Context: an optimization exercise on an open-source flow, tuned for small area, a short achievable clock period and few clock cycles per item. The choices shown serve that exercise and are no tape-out recipe.
At most, simulation tests tie the RTL to the original design; equivalence was not proved.

==> harbor: inputs <==
## booth_radix2_multiplier_core
module booth_radix2_multiplier_core #(
   parameter int MAX_WIDTH = 16
) (
   input  logic                      clock,
   input  logic                      reset,
   input  logic                          req_valid,
   output logic                          req_ready,
   input  logic [brm_pkg::IN_W-1:0]      req_multiplicand_bits,
   input  logic [brm_pkg::IN_W-1:0]      req_multiplier_bits,
   output logic                          rsp_valid,
   input  logic                          rsp_ready,
   output logic [brm_pkg::PRODUCT_W-1:0] rsp_product_bits,
   output logic                          rsp_negative,
   output logic [brm_pkg::MAG_W-1:0]     rsp_magnitude,
   input  logic                      csr_write_enable,
   input  logic [brm_pkg::CFG_W-1:0] csr_write_data
);
clock: 7.2 ns
lec_check: 0
abc_clock_period_in_ps: 3100
cap_margin: 20
core_margin: 2
core_utilization: 40
cts_buf_list: sky130_fd_sc_hd__clkbuf_8
place_density: 0.6
setup_slack_margin: 4.1
slew_margin: 20
tns_end_percent: 20
standard.sh (not shown) runs the stock make flow with config.mk's settings and CLKGATE_MAP_FILE= SYNTH_SCRIPT=/design/flow/synth_recipe.tcl, a recipe that flattens the netlist after the stock synthesis.
==> flow/flow/run.sh <==
#!/bin/bash
# Layout flow: the standard ORFS flow (standard.sh) with two changes:
#  1. synthesis: the same script, except that Yosys's "synth -run fine:" step
#     gets -noabc, so the quick ABC pass there does not re-encode the adder
#     trees before extract_fa (it leaves fewer inverters around the fa/ha
#     cells); flops, hierarchy flattening and renaming are as in synth_recipe.tcl.
#  2. port buffers are sky130_fd_sc_hd__buf_2 instead of the delay cell that
#     buffer_ports picks by default.
# Each tool's output goes to the ORFS logs under orfs/logs; make's own output
# goes to flow_make.log here.
set -euo pipefail
here=$(pwd)
sed 's|^proc synth {args} { yosys synth -nofsm -noshare {\*}\$args }|proc synth {args} { if {[lsearch -exact $args fine:] >= 0} { lappend args -noabc }; yosys synth -nofsm -noshare {*}$args }|' synth_recipe.tcl > flow_synth.tcl
grep -q -- '-noabc' flow_synth.tcl
sed -e "s|SYNTH_SCRIPT=[^ ]*|SYNTH_SCRIPT=$here/flow_synth.tcl|" \
    -e 's|"\${@:-finish}"|BUFFER_PORTS_ARGS="-buffer_cell sky130_fd_sc_hd__buf_2" "${@:-finish}"|' standard.sh > flow_standard_mod.sh
grep -q flow_synth.tcl flow_standard_mod.sh
bash flow_standard_mod.sh > flow_make.log 2>&1
==> inputs of pepper, as changes to harbor <==
--- a/flow/config.mk
+++ b/flow/config.mk
@@ -10,7 +10,7 @@
 export CORE_MARGIN = 2
-export CORE_UTILIZATION = 40
+export CORE_UTILIZATION = 50
 export CTS_BUF_LIST = sky130_fd_sc_hd__clkbuf_8
-export PLACE_DENSITY = 0.6
+export PLACE_DENSITY = 0.7
 export SETUP_SLACK_MARGIN = 4.1
 export SLEW_MARGIN = 20
-export TNS_END_PERCENT = 20
+export TNS_END_PERCENT = 30
==> inputs of raven, as changes to harbor <==
--- a/flow/config.mk
+++ b/flow/config.mk
@@ -15,2 +15,2 @@
 export SLEW_MARGIN = 20
-export TNS_END_PERCENT = 20
+export TNS_END_PERCENT = 50
==> run notes <==
setup bufs post-CTS 105; # diodes 2; NonClk Buf Share 11.1%; status finished clean; Crit Path Class input port to primary output; Crit path depth 2
the above is filed under harbor

==> run notes <==
NonClk Buf Share 10.9%; status finished clean; most common cell in the netlist edfxtp_1; # diodes 1; Crit path depth 9; setup bufs post-CTS 110; Crit Path Class flip-flop to flip-flop; initial DRC count 1,128; hold path cells 0
the above is filed under raven

==> run notes <==
status finished clean; Crit path depth 10; setup bufs post-CTS 105; # diodes 0; NonClk Buf Share 11.2%
the above is filed under pepper

Testbench counts of harbor, summed over its fixed seeds: cycles 8,024, items 8,000.
Testbench counts of pepper, summed over its fixed seeds: cycles 8,024, items 8,000.
Testbench counts of raven, summed over its fixed seeds: cycles 8,024, items 8,000.


==> inputs of 11-15 <==
booth_radix2_multiplier_core, a different RTL version from the one above (not shown whole).
clock: 7.2 ns
lec_check: 0
abc_clock_period_in_ps: 3300
cap_margin: 20
core_margin: 2
core_utilization: 40
cts_buf_list: sky130_fd_sc_hd__clkbuf_8
place_density: 0.6
setup_slack_margin: 3.9
slew_margin: 20
Scripts as last shown in full above: flow/flow/run.sh
==> 08-28 (differences from 11-15) <==
--- a/flow/design.v
+++ b/flow/design.v
@@ -867,15 +867,15 @@
    logic [30:0] mag_w;
    assign prod_w = {(mid_61 ? ~(1'b1 ^ G616) : (1'b1 ^ (G616 | T617))), (mid_61 ? ~(p459 ^ G614) : (p459 ^ (G614 | T615))), (mid_61 ? ~(p457 ^ G612) : (p457 ^ (G612 | T613))), (mid_61 ? ~(p455 ^ G610) : (p455 ^ (G610 | T611))), (mid_61 ? ~(p453 ^ G608) : (p453 ^ (G608 | T609))), (mid_61 ? ~(p451 ^ G606) : (p451 ^ (G606 | T607))), (mid_61 ? ~(p449 ^ G604) : (p449 ^ (G604 | T605))), (mid_61 ? ~(p447 ^ G602) : (p447 ^ (G602 | T603))), (mid_61 ? ~(p445 ^ G600) : (p445 ^ (G600 | T601))), (mid_61 ? ~(p443 ^ G598) : (p443 ^ (G598 | T599))), (mid_61 ? ~(p441 ^ G596) : (p441 ^ (G596 | T597))), (mid_61 ? ~(p439 ^ G594) : (p439 ^ (G594 | T595))), (mid_61 ? ~(p437 ^ G592) : (p437 ^ (G592 | T593))), (mid_61 ? ~(p435 ^ G590) : (p435 ^ (G590 | T591))), (mid_61 ? ~(p433 ^ G588) : (p433 ^ (G588 | T589))), (mid_61 ? ~(p431 ^ G570) : (p431 ^ (G570 | T571))), (mid_61 ? ~(p429 ^ G568) : (p429 ^ (G568 | T569))), (mid_61 ? ~(p427 ^ G566) : (p427 ^ (G566 | T567))), (mid_61 ? ~(p425 ^ G564) : (p425 ^ (G564 | T565))), (mid_61 ? ~(p423 ^ G562) : (p423 ^ (G562 | T563))), (mid_61 ? ~(p421 ^ G560) : (p421 ^ (G560 | T561))), (mid_61 ? ~(p419 ^ G558) : (p419 ^ (G558 | T559))), (mid_61 ? ~(p417 ^ G556) : (p417 ^ (G556 | T557))), (mid_61 ? ~(p415 ^ G530) : (p415 ^ (G530 | T531))), (mid_61 ? ~(p413 ^ G528) : (p413 ^ (G528 | T529))), (mid_61 ? ~(p411 ^ G526) : (p411 ^ (G526 | T527))), (mid_61 ? ~(p409 ^ G524) : (p409 ^ (G524 | T525))), (mid_61 ? ~(p407 ^ G494) : (p407 ^ (G494 | T495))), (mid_61 ? ~(p405 ^ G492) : (p405 ^ (G492 | T493))), (mid_61 ? ~(p403 ^ g402) : (p403 ^ (g402 | T461))), (mid_61 ? ~(p401 ^ 1'b0) : (p401 ^ (1'b0 | mid_0))), (mid_61 ? ~mid_0 : ~mid_0)} & pmask;
    assign mag_w  = {(p459 ^ (G614 | T615)), (p457 ^ (G612 | T613)), (p455 ^ (G610 | T611)), (p453 ^ (G608 | T609)), (p451 ^ (G606 | T607)), (p449 ^ (G604 | T605)), (p447 ^ (G602 | T603)), (p445 ^ (G600 | T601)), (p443 ^ (G598 | T599)), (p441 ^ (G596 | T597)), (p439 ^ (G594 | T595)), (p437 ^ (G592 | T593)), (p435 ^ (G590 | T591)), (p433 ^ (G588 | T589)), (p431 ^ (G570 | T571)), (p429 ^ (G568 | T569)), (p427 ^ (G566 | T567)), (p425 ^ (G564 | T565)), (p423 ^ (G562 | T563)), (p421 ^ (G560 | T561)), (p419 ^ (G558 | T559)), (p417 ^ (G556 | T557)), (p415 ^ (G530 | T531)), (p413 ^ (G528 | T529)), (p411 ^ (G526 | T527)), (p409 ^ (G524 | T525)), (p407 ^ (G494 | T495)), (p405 ^ (G492 | T493)), (p403 ^ (g402 | T461)), (p401 ^ (1'b0 | mid_0)), ~mid_0};
    logic        out_v;
    logic [31:0] prod_ff;
    logic [29:1] mag_ff;
    logic        neg_ff;
-   assign en = rsp_ready;
+   assign en = !out_v || rsp_ready;
    always_ff @(posedge clock) begin
       if (reset) begin
          out_v <= 1'b0;
       end else if (en) begin
          out_v <= mid_v;
       end
    end
Settings changed: ABC_AREA set to 1, CTS_BUF_LIST sky130_fd_sc_hd__clkbuf_8 to not set.
==> 12-03 (differences from 11-15) <==
--- a/flow/design.v
+++ b/flow/design.v
@@ -867,15 +867,15 @@
    logic [30:0] mag_w;
    assign prod_w = {(mid_61 ? ~(1'b1 ^ G616) : (1'b1 ^ (G616 | T617))), (mid_61 ? ~(p459 ^ G614) : (p459 ^ (G614 | T615))), (mid_61 ? ~(p457 ^ G612) : (p457 ^ (G612 | T613))), (mid_61 ? ~(p455 ^ G610) : (p455 ^ (G610 | T611))), (mid_61 ? ~(p453 ^ G608) : (p453 ^ (G608 | T609))), (mid_61 ? ~(p451 ^ G606) : (p451 ^ (G606 | T607))), (mid_61 ? ~(p449 ^ G604) : (p449 ^ (G604 | T605))), (mid_61 ? ~(p447 ^ G602) : (p447 ^ (G602 | T603))), (mid_61 ? ~(p445 ^ G600) : (p445 ^ (G600 | T601))), (mid_61 ? ~(p443 ^ G598) : (p443 ^ (G598 | T599))), (mid_61 ? ~(p441 ^ G596) : (p441 ^ (G596 | T597))), (mid_61 ? ~(p439 ^ G594) : (p439 ^ (G594 | T595))), (mid_61 ? ~(p437 ^ G592) : (p437 ^ (G592 | T593))), (mid_61 ? ~(p435 ^ G590) : (p435 ^ (G590 | T591))), (mid_61 ? ~(p433 ^ G588) : (p433 ^ (G588 | T589))), (mid_61 ? ~(p431 ^ G570) : (p431 ^ (G570 | T571))), (mid_61 ? ~(p429 ^ G568) : (p429 ^ (G568 | T569))), (mid_61 ? ~(p427 ^ G566) : (p427 ^ (G566 | T567))), (mid_61 ? ~(p425 ^ G564) : (p425 ^ (G564 | T565))), (mid_61 ? ~(p423 ^ G562) : (p423 ^ (G562 | T563))), (mid_61 ? ~(p421 ^ G560) : (p421 ^ (G560 | T561))), (mid_61 ? ~(p419 ^ G558) : (p419 ^ (G558 | T559))), (mid_61 ? ~(p417 ^ G556) : (p417 ^ (G556 | T557))), (mid_61 ? ~(p415 ^ G530) : (p415 ^ (G530 | T531))), (mid_61 ? ~(p413 ^ G528) : (p413 ^ (G528 | T529))), (mid_61 ? ~(p411 ^ G526) : (p411 ^ (G526 | T527))), (mid_61 ? ~(p409 ^ G524) : (p409 ^ (G524 | T525))), (mid_61 ? ~(p407 ^ G494) : (p407 ^ (G494 | T495))), (mid_61 ? ~(p405 ^ G492) : (p405 ^ (G492 | T493))), (mid_61 ? ~(p403 ^ g402) : (p403 ^ (g402 | T461))), (mid_61 ? ~(p401 ^ 1'b0) : (p401 ^ (1'b0 | mid_0))), (mid_61 ? ~mid_0 : ~mid_0)} & pmask;
    assign mag_w  = {(p459 ^ (G614 | T615)), (p457 ^ (G612 | T613)), (p455 ^ (G610 | T611)), (p453 ^ (G608 | T609)), (p451 ^ (G606 | T607)), (p449 ^ (G604 | T605)), (p447 ^ (G602 | T603)), (p445 ^ (G600 | T601)), (p443 ^ (G598 | T599)), (p441 ^ (G596 | T597)), (p439 ^ (G594 | T595)), (p437 ^ (G592 | T593)), (p435 ^ (G590 | T591)), (p433 ^ (G588 | T589)), (p431 ^ (G570 | T571)), (p429 ^ (G568 | T569)), (p427 ^ (G566 | T567)), (p425 ^ (G564 | T565)), (p423 ^ (G562 | T563)), (p421 ^ (G560 | T561)), (p419 ^ (G558 | T559)), (p417 ^ (G556 | T557)), (p415 ^ (G530 | T531)), (p413 ^ (G528 | T529)), (p411 ^ (G526 | T527)), (p409 ^ (G524 | T525)), (p407 ^ (G494 | T495)), (p405 ^ (G492 | T493)), (p403 ^ (g402 | T461)), (p401 ^ (1'b0 | mid_0)), ~mid_0};
    logic        out_v;
    logic [31:0] prod_ff;
    logic [29:1] mag_ff;
    logic        neg_ff;
-   assign en = rsp_ready;
+   assign en = !out_v || rsp_ready;
    always_ff @(posedge clock) begin
       if (reset) begin
          out_v <= 1'b0;
       end else if (en) begin
          out_v <= mid_v;
       end
    end
Settings changed: ABC_CLOCK_PERIOD_IN_PS 3300 to 3200, SETUP_SLACK_MARGIN 3.9 to 4.0.
==> notes <==
Routed wire length: 08-28 > 11-15 > 12-03.
Flip-flop and latch count is the same in 08-28 and 11-15.
Non-clock buffer count: 12-03 < 11-15 < 08-28.
The highest setup slack belongs to 12-03, the lowest to 08-28.
In synthesized area, 11-15 and 12-03 hardly differ.
==> figures <==
item                                                  08-28       12-03       11-15
Outcome                    no timing/DRC/antenna violations  no timing/DRC/antenna violations  no timing/DRC/antenna violations
Global-route met1 utilization                         31.0%       28.9%       29.2%
Wire length of the first global-routing pass        60.7 mm     57.2 mm     59.0 mm
Synthesized net count                                  1675        1476        1497
Area taken by multi-input logic gates            7930 sq um  8340 sq um  8240 sq um
Sequential share of cell area                         30.0%       31.2%       31.2%
Uppermost layer routed                                 met4        met5        met4
Worst Setup End Kind                            output port    register    register
Worst slack at placement                            3170 ps     3220 ps     3270 ps
Startpoint type of the worst setup path       primary input    register    register
Antenna violations before repair                          0           0           1
Detailed Route WL                                   39.9 mm     36.9 mm     37.8 mm
Testbench counts of 08-28, summed over its fixed seeds: cycles 8,024, items 8,000.
Testbench counts of 12-03, summed over its fixed seeds: cycles 8,024, items 8,000.
Only the layout flow was run in 11-15; the RTL was not checked for function there.

port drivers added, routing unchanged:
No port has a modelled driver above. Below, the same layouts with a new extraction and two added sets of constraints.
Step 1: set_driving_cell puts a clkbuf_16 on clock and a buf_2 on each other input, an assumption about the parent block.
Step 2 times the ports against the registers' clock, not the clock port: input delays grow and output delays shrink by t, the midpoint of the rising clock arrivals with the driver on.
Three values: ideal, step 1, step 2; two values: the first two.
run	shift t [ns]	slack for setup (ns)	hold WS [ns]	worst register clock-pin slew, ns
harbor	0.546	4.011 / 3.840 / 3.677	0.435 / 0.435 / 0.435	0.11 / 0.11
pepper	0.505	3.910 / 3.868 / 3.692	0.463 / 0.463 / 0.463	0.11 / 0.11
raven	0.546	4.081 / 3.956 / 3.648	0.443 / 0.443 / 0.443	0.11 / 0.11
11-15	0.506	3.875 / 3.772 / 3.578	0.444 / 0.444 / 0.444	0.10 / 0.10
08-28	0.493	3.711 / 3.678 / 3.678	0.422 / 0.422 / 0.422	0.07 / 0.07
12-03	0.534	3.954 / 3.930 / 3.602	0.436 / 0.436 / 0.436	0.10 / 0.10
After both steps setup and hold are still met in every run listed. The setup slack of raven, which loses most, moves by -0.125 ns with the drivers and by -0.433 ns with both steps.
